What follows belongs to an exercise in optimizing a design on an open flow for small area, a short achievable clock period and few clock cycles per item; a production flow would make more cautious choices. Function was checked by simulation only, so behaviour that the tests miss may differ from the original. Power is estimated from default activity; no workload was simulated.

==> try-xenon <==
==> flow/design.v (excerpt) <==
module dirty_tracked_field_store_core
(
   input  wire logic                   clock,
   input  wire logic                   reset,
   input  wire logic                   req_tvalid,
   output logic                        req_tready,
   input  wire logic [REQ_TDATA_W-1:0] req_tdata,
   input  wire logic [CMD_W-1:0]       req_tuser,
   output logic                        rsp_tvalid,
   input  wire logic                   rsp_tready,
   output logic [RSP_TDATA_W-1:0]      rsp_tdata,
   output logic [ST_W-1:0]             rsp_tuser,
   output logic                        rsp_tlast,
   input  wire logic                   csr_valid,
   output logic                        csr_ready,
   input  wire logic [0:0]             csr_index,
   input  wire logic [CNT_W-1:0]       csr_data
);
clock: 8.0 ns
lec_check: 0
abc_clock_period_in_ps: 3000
cap_margin: 20
core_margin: 2
core_utilization: 66
cts_cluster_diameter: 60
cts_cluster_size: 30
place_density: 0.76
setup_slack_margin: 4.7
slew_margin: 20
tns_end_percent: 100
run.sh (not shown) runs the stock make flow with config.mk's settings and CLKGATE_MAP_FILE= SYNTH_SCRIPT=/design/flow/synth_recipe.tcl, a recipe that flattens the netlist after the stock synthesis.
==> inputs of try-ember, as changes to try-xenon <==
--- a/flow/design.v
+++ b/flow/design.v
@@ -79,58 +79,37 @@
    output logic         out_valid,
    input  wire logic    out_ready,
    output dtfs_pkg::rsp_type out_data
 );
    logic              out_valid_ff, skid_valid_ff;
    dtfs_pkg::rsp_type out_data_ff, skid_data_ff;
-   logic              load_out, load_word;
-   dtfs_pkg::rsp_type next_word;
-   logic [BC_W-1:0]   bc_ff;           
-   logic              in_dump_ff;      
+   logic              load_out;
    assign load_out  = !out_valid_ff || out_ready;
-   assign load_word = load_out && (skid_valid_ff || in_valid);
-   assign next_word = skid_valid_ff ? skid_data_ff : in_data;
    assign held_next = out_valid_ff && !out_ready && (skid_valid_ff || in_valid);
    always_ff @(posedge clock) begin
       if (reset) begin
          out_valid_ff  <= 1'b0;
          skid_valid_ff <= 1'b0;
-         in_dump_ff    <= 1'b0;
       end else begin
-         if (load_word) begin
-            in_dump_ff <= next_word.entry_valid && !next_word.last;
-         end
          if (load_out) begin
             out_valid_ff <= skid_valid_ff || in_valid;
          end
          skid_valid_ff <= held_next;
       end
    end
    always_ff @(posedge clock) begin
       if (load_out) begin
-         out_data_ff <= next_word;
-      end
-      if (load_word) begin
-         if (!next_word.entry_valid) begin
-            bc_ff <= '0;
-         end else if (in_dump_ff) begin
-            bc_ff <= bc_ff + ENTRY_BYTES;
-         end else begin
-            bc_ff <= ENTRY_BYTES;
-         end
+         out_data_ff <= skid_valid_ff ? skid_data_ff : in_data;
       end
       if (!skid_valid_ff) begin
          skid_data_ff <= in_data;
       end
    end
    assign held      = skid_valid_ff;
    assign out_valid = out_valid_ff;
-   always_comb begin
-      out_data            = out_data_ff;
-      out_data.byte_count = bc_ff;
-   end
+   assign out_data  = out_data_ff;
 endmodule
 `default_nettype wire
 `default_nettype none
 import dtfs_pkg::*;
 module dtfs_seq
 (
@@ -163,19 +142,20 @@
    logic                 pending_ff;
    logic                 ready_ff;
    logic                 w_start_ff;             
    logic                 w_load_ff;              
    logic                 w_walk_ff;              
    logic [NF-1:0]        w_rest_ff;              
+   logic [BC_W-1:0]      w_bc_ff;                
    logic                 q_v_ff;
    logic                 q_de_ff;                
    logic                 q_last_ff;              
    logic [CMD_W-1:0]     q_cmd_ff;
    logic [IDX_W-1:0]     q_idx_ff;
    logic [LANE_W-1:0]    q_lane_ff;
-   logic [DATA_W-1:0]    q_data_ff;
+   logic [DATA_W-1:0]    q_data_ff;              
    logic                 q_drop_ff;
    logic                 q_bad_idx_ff, q_bad_lane_ff;
    logic [NR-1:0]        q_sel_e_ff;             
    logic [NR-1:0]        q_sel_o_ff;             
    logic                 q_fwd_e_ff, q_fwd_o_ff;  
    logic                 b_v_ff;
@@ -247,20 +227,20 @@
       a_set_e  = '0;
       a_keep_o = '1;
       a_set_o  = '0;
       if (q_idx_ff[0]) begin
          a_keep_o = a_keep;
          a_set_o  = a_set;
-         if (!q_de_ff && (q_cmd_ff == CMD_PAIR)) begin
+         if (q_de_ff || (q_cmd_ff == CMD_PAIR)) begin
             a_keep_e = '0;
             a_set_e  = q_data_ff[DATA_W-1:VAL_W];
          end
       end else begin
          a_keep_e = a_keep;
          a_set_e  = a_set;
-         if (!q_de_ff && (q_cmd_ff == CMD_PAIR)) begin
+         if (q_de_ff || (q_cmd_ff == CMD_PAIR)) begin
             a_keep_o = '0;
             a_set_o  = q_data_ff[DATA_W-1:VAL_W];
          end
       end
       a_new_e = (a_e & a_keep_e) | a_set_e;
       a_new_o = (a_o & a_keep_o) | a_set_o;
@@ -304,12 +284,13 @@
       b_res.last    = 1'b1;
       if (b_de_ff) begin
          b_res.index       = b_idx_ff;
          b_res.value       = b_new;
          b_res.mark        = b_mark_old;
          b_res.entry_valid = 1'b1;
+         b_res.byte_count  = b_idx_ff[0] ? b_new_e_ff[BC_W-1:0] : b_new_o_ff[BC_W-1:0];
          b_res.last        = b_last_ff;
       end else if (b_cmd_ff <= CMD_READ) begin
          b_res.status = b_st_ff;
          b_res.index  = b_idx_ff;
          if (b_st_ff == ST_OK) begin
             b_res.value   = b_new;
@@ -372,14 +353,14 @@
          nz_e_next[wa_e] = (wd_e != '0);
       end
       if (we_o) begin
          nz_o_next[wa_o] = (wd_o != '0);
       end
       for (int i = 0; i < NR; i++) begin
-         w_all[2*i]   = nz_e_ff[i] & cnt_mask[2*i];
-         w_all[2*i+1] = nz_o_ff[i] & cnt_mask[2*i+1];
+         w_all[2*i]   = nz_e_next[i] & cnt_mask[2*i];
+         w_all[2*i+1] = nz_o_next[i] & cnt_mask[2*i+1];
       end
    end
    always_comb begin
       w_src   = w_rest_ff;
       w_rest  = w_src & (w_src - 1'b1);
       w_one   = w_src & ~w_rest;
@@ -389,37 +370,26 @@
       for (int i = 0; i < NF; i++) begin
          if (w_one[i]) begin
             w_first = w_first | IDX_W'(i);
          end
       end
    end
-   logic [NR-1:0]    in_sel_e, in_sel_o;
-   logic [CNT_W-1:0] cnt_m1;
-   always_comb begin
-      for (int r = 0; r < NR; r++) begin
-         in_sel_o[r] = (in_idx[IDX_W-1:1] == RW'(r));
-      end
-      in_sel_e = in_idx[0] ? {in_sel_o[NR-2:0], 1'b0} : in_sel_o;
-   end
-   logic             cnt_zero;
-   assign cnt_m1   = cnt - 1'b1;    
-   assign cnt_zero = (cnt == '0);
    logic accept, port_open;
    assign in_ready  = ready_ff;
    assign port_open = !w_busy;
    assign accept    = in_valid && adv && port_open;
    logic w_start_next, w_load_next, w_walk_next;
    always_comb begin
       w_start_next = w_start_ff;
       w_load_next  = w_load_ff;
       w_walk_next  = w_walk_ff;
       if (!w_busy) begin
          w_start_next = accept && (in_cmd == CMD_DUMP);
       end else if (adv) begin
-         w_start_next = w_start_ff && (we_e || we_o);
-         w_load_next  = w_start_ff && !(we_e || we_o);
+         w_start_next = 1'b0;
+         w_load_next  = w_start_ff;
          w_walk_next  = (w_load_ff || w_walk_ff) && !w_done;
       end
    end
    always_ff @(posedge clock) begin
       if (reset) begin
          nz_e_ff    <= '0;
@@ -482,33 +452,44 @@
             q_de_ff   <= 1'b0;
             q_cmd_ff  <= in_cmd;
             q_idx_ff  <= in_idx;
             q_lane_ff <= in_lane;
             q_data_ff <= in_data;
             q_drop_ff <= in_drop;
-            q_bad_idx_ff  <= (in_cmd == CMD_PAIR) ? (cnt_zero || ({1'b0, in_idx} >= cnt_m1))
+            q_bad_idx_ff  <= (in_cmd == CMD_PAIR) ? ({1'b0, in_idx} + 7'd1 >= cnt)
                                                   : ({1'b0, in_idx} >= cnt);
             q_bad_lane_ff <= ((in_cmd == CMD_BYTE) && (in_lane > 3'd3)) ||
                              ((in_cmd == CMD_HALF) && (in_lane > 3'd1));
-            q_sel_o_ff <= in_sel_o;
-            q_sel_e_ff <= in_sel_e;
-            q_fwd_e_ff <= a_we_e && ((q_sel_e_ff & in_sel_e) != '0);
-            q_fwd_o_ff <= a_we_o && ((q_sel_o_ff & in_sel_o) != '0);
+            for (int r = 0; r < NR; r++) begin
+               q_sel_o_ff[r] <= (in_idx[IDX_W-1:1] == RW'(r));
+               q_sel_e_ff[r] <= ((in_idx[IDX_W-1:1] + RW'(in_idx[0])) == RW'(r)) &&
+                               !(in_idx == 6'd63);
+            end
+            q_fwd_e_ff <= a_we_e && ((q_idx_ff[IDX_W-1:1] + RW'(q_idx_ff[0])) ==
+                                     (in_idx[IDX_W-1:1] + RW'(in_idx[0])));
+            q_fwd_o_ff <= a_we_o && (q_idx_ff[IDX_W-1:1] == in_idx[IDX_W-1:1]);
          end else begin
             q_de_ff   <= !w_empty;
             q_last_ff <= w_done;
             q_cmd_ff  <= w_empty ? CMD_EMPTY : CMD_DUMP;
             q_idx_ff  <= w_first;
+            q_data_ff[DATA_W-1:VAL_W] <= VAL_W'(w_load_ff ? ENTRY_BYTES
+                                                          : (w_bc_ff + ENTRY_BYTES));
             for (int r = 0; r < NR; r++) begin
                q_sel_e_ff[r] <= w_one[2*r];
                q_sel_o_ff[r] <= w_one[2*r+1];
             end
             q_fwd_e_ff <= 1'b0;
             q_fwd_o_ff <= 1'b0;
             w_rest_ff  <= w_start_ff ? w_all : w_rest;
          end
+         if (w_load_ff) begin
+            w_bc_ff <= ENTRY_BYTES;
+         end else begin
+            w_bc_ff <= w_bc_ff + ENTRY_BYTES;
+         end
          b_cmd_ff   <= q_cmd_ff;
          b_idx_ff   <= q_idx_ff;
          b_ea_ff    <= q_idx_ff[IDX_W-1:1] + RW'(q_idx_ff[0]);
          b_drop_ff  <= q_drop_ff;
          b_de_ff    <= q_de_ff;
          b_last_ff  <= q_last_ff;
- CORE_UTILIZATION: 66 -> 40
- CTS_CLUSTER_DIAMETER: 60 -> not set
- CTS_CLUSTER_SIZE: 30 -> not set
- PLACE_DENSITY: 0.76 -> not set
==> inputs of try-quartz, as changes to try-xenon <==
- CORE_UTILIZATION: 66 -> 62
- PLACE_DENSITY: 0.76 -> 0.72
==> qor summary <==
item	try-quartz	try-xenon	try-ember
Area share of fa/ha/maj cells after synthesis	0.419%	0.419%	0.404%
Number of register bits inferred by synthesis	2,669	2,669	2,686
Clock transition at the registers of the reported paths	0.10 ns	0.10 ns	0.06 ns
Synthesized-area fraction occupied by and/or/nand/nor cells	7.78%	7.78%	7.51%
Sw Pwr	6.29 mW	6.20 mW	6.60 mW
Die area	0.171 mm²	0.161 mm²	0.264 mm²
Worst EP required	8.47 ns	8.66 ns	6.40 ns
Worst setup timing slack at the placement stage	3.33 ns	3.36 ns	3.19 ns
Delay contributed by the slowest stage of the critical path	0.85 ns	0.66 ns	0.70 ns
Nonclk inv count	66	66	102
Effective utilization at floorplan	62.4%	66.5%	40.2%
Critical Path Slowest Stage Cell	sky130_fd_sc_hd__dfxtp_1	sky130_fd_sc_hd__and2_2	sky130_fd_sc_hd__edfxtp_1
Cell depth of the worst min-delay path	0	0	2
Tightest slew margin relative to the limit	23.4%	27.4%	19.7%
Run status	no timing/DRC/antenna violations	no timing/DRC/antenna violations	no timing/DRC/antenna violations
Detailed-route via count	70.3k	71.7k	70.9k
Area added between synthesis and finish	10.8%	10.6%	16.4%
Combinational power	1.44 mW	1.46 mW	1.31 mW
Cell Rows	150	145	187
End point of the critical path	u_seq.u_bank_e.mem_ff[10][9]	u_seq.b_new_o_ff[21]	rsp_tdata[21]
Final antenna diode count	4	1	8
Routability cong.	0.980	1.03	0.956
Testbench counts of try-xenon, summed over its fixed seeds: cycles 20,762, items 12,000.
Testbench counts of try-ember, summed over its fixed seeds: cycles 20,626, items 12,000.
Testbench counts of try-quartz, summed over its fixed seeds: cycles 20,762, items 12,000.

-- what the ideal ports hide --
In the flow no input, the clock included, has a driving cell. The finished layouts below were timed again as built, in two steps.
Step 1 sets driving cells, clkbuf_16 on the clock port and buf_2 on the other inputs (assumed; they add their load-dependent delay and slew).
Step 2, shift: input delay + t, output delay - t, t = (earliest + latest rising clock arrival at the registers) / 2. This alone moves slack from input paths to output paths.
a / b / c = no drivers / after step 1 / after step 2; a / b = the first two.
| run | t (ns) | slack for setup (ns) | worst hold slack (ns) | worst register clock-pin slew, ns |
|---|---|---|---|---|
| try-xenon | 0.930 | 4.594 / 4.594 / 3.908 | 0.381 / 0.381 / 0.381 | 0.11 / 0.11 |
| try-ember | 1.008 | 4.531 / 4.438 / 3.761 | 0.455 / 0.455 / 0.455 | 0.07 / 0.07 |
| try-quartz | 0.934 | 4.632 / 4.590 / 3.868 | 0.426 / 0.426 / 0.426 | 0.11 / 0.11 |
After both steps setup and hold are still met in every run listed. For try-ember, which loses most, drivers alone change the setup slack by -0.093 ns; drivers and shift together by -0.770 ns.
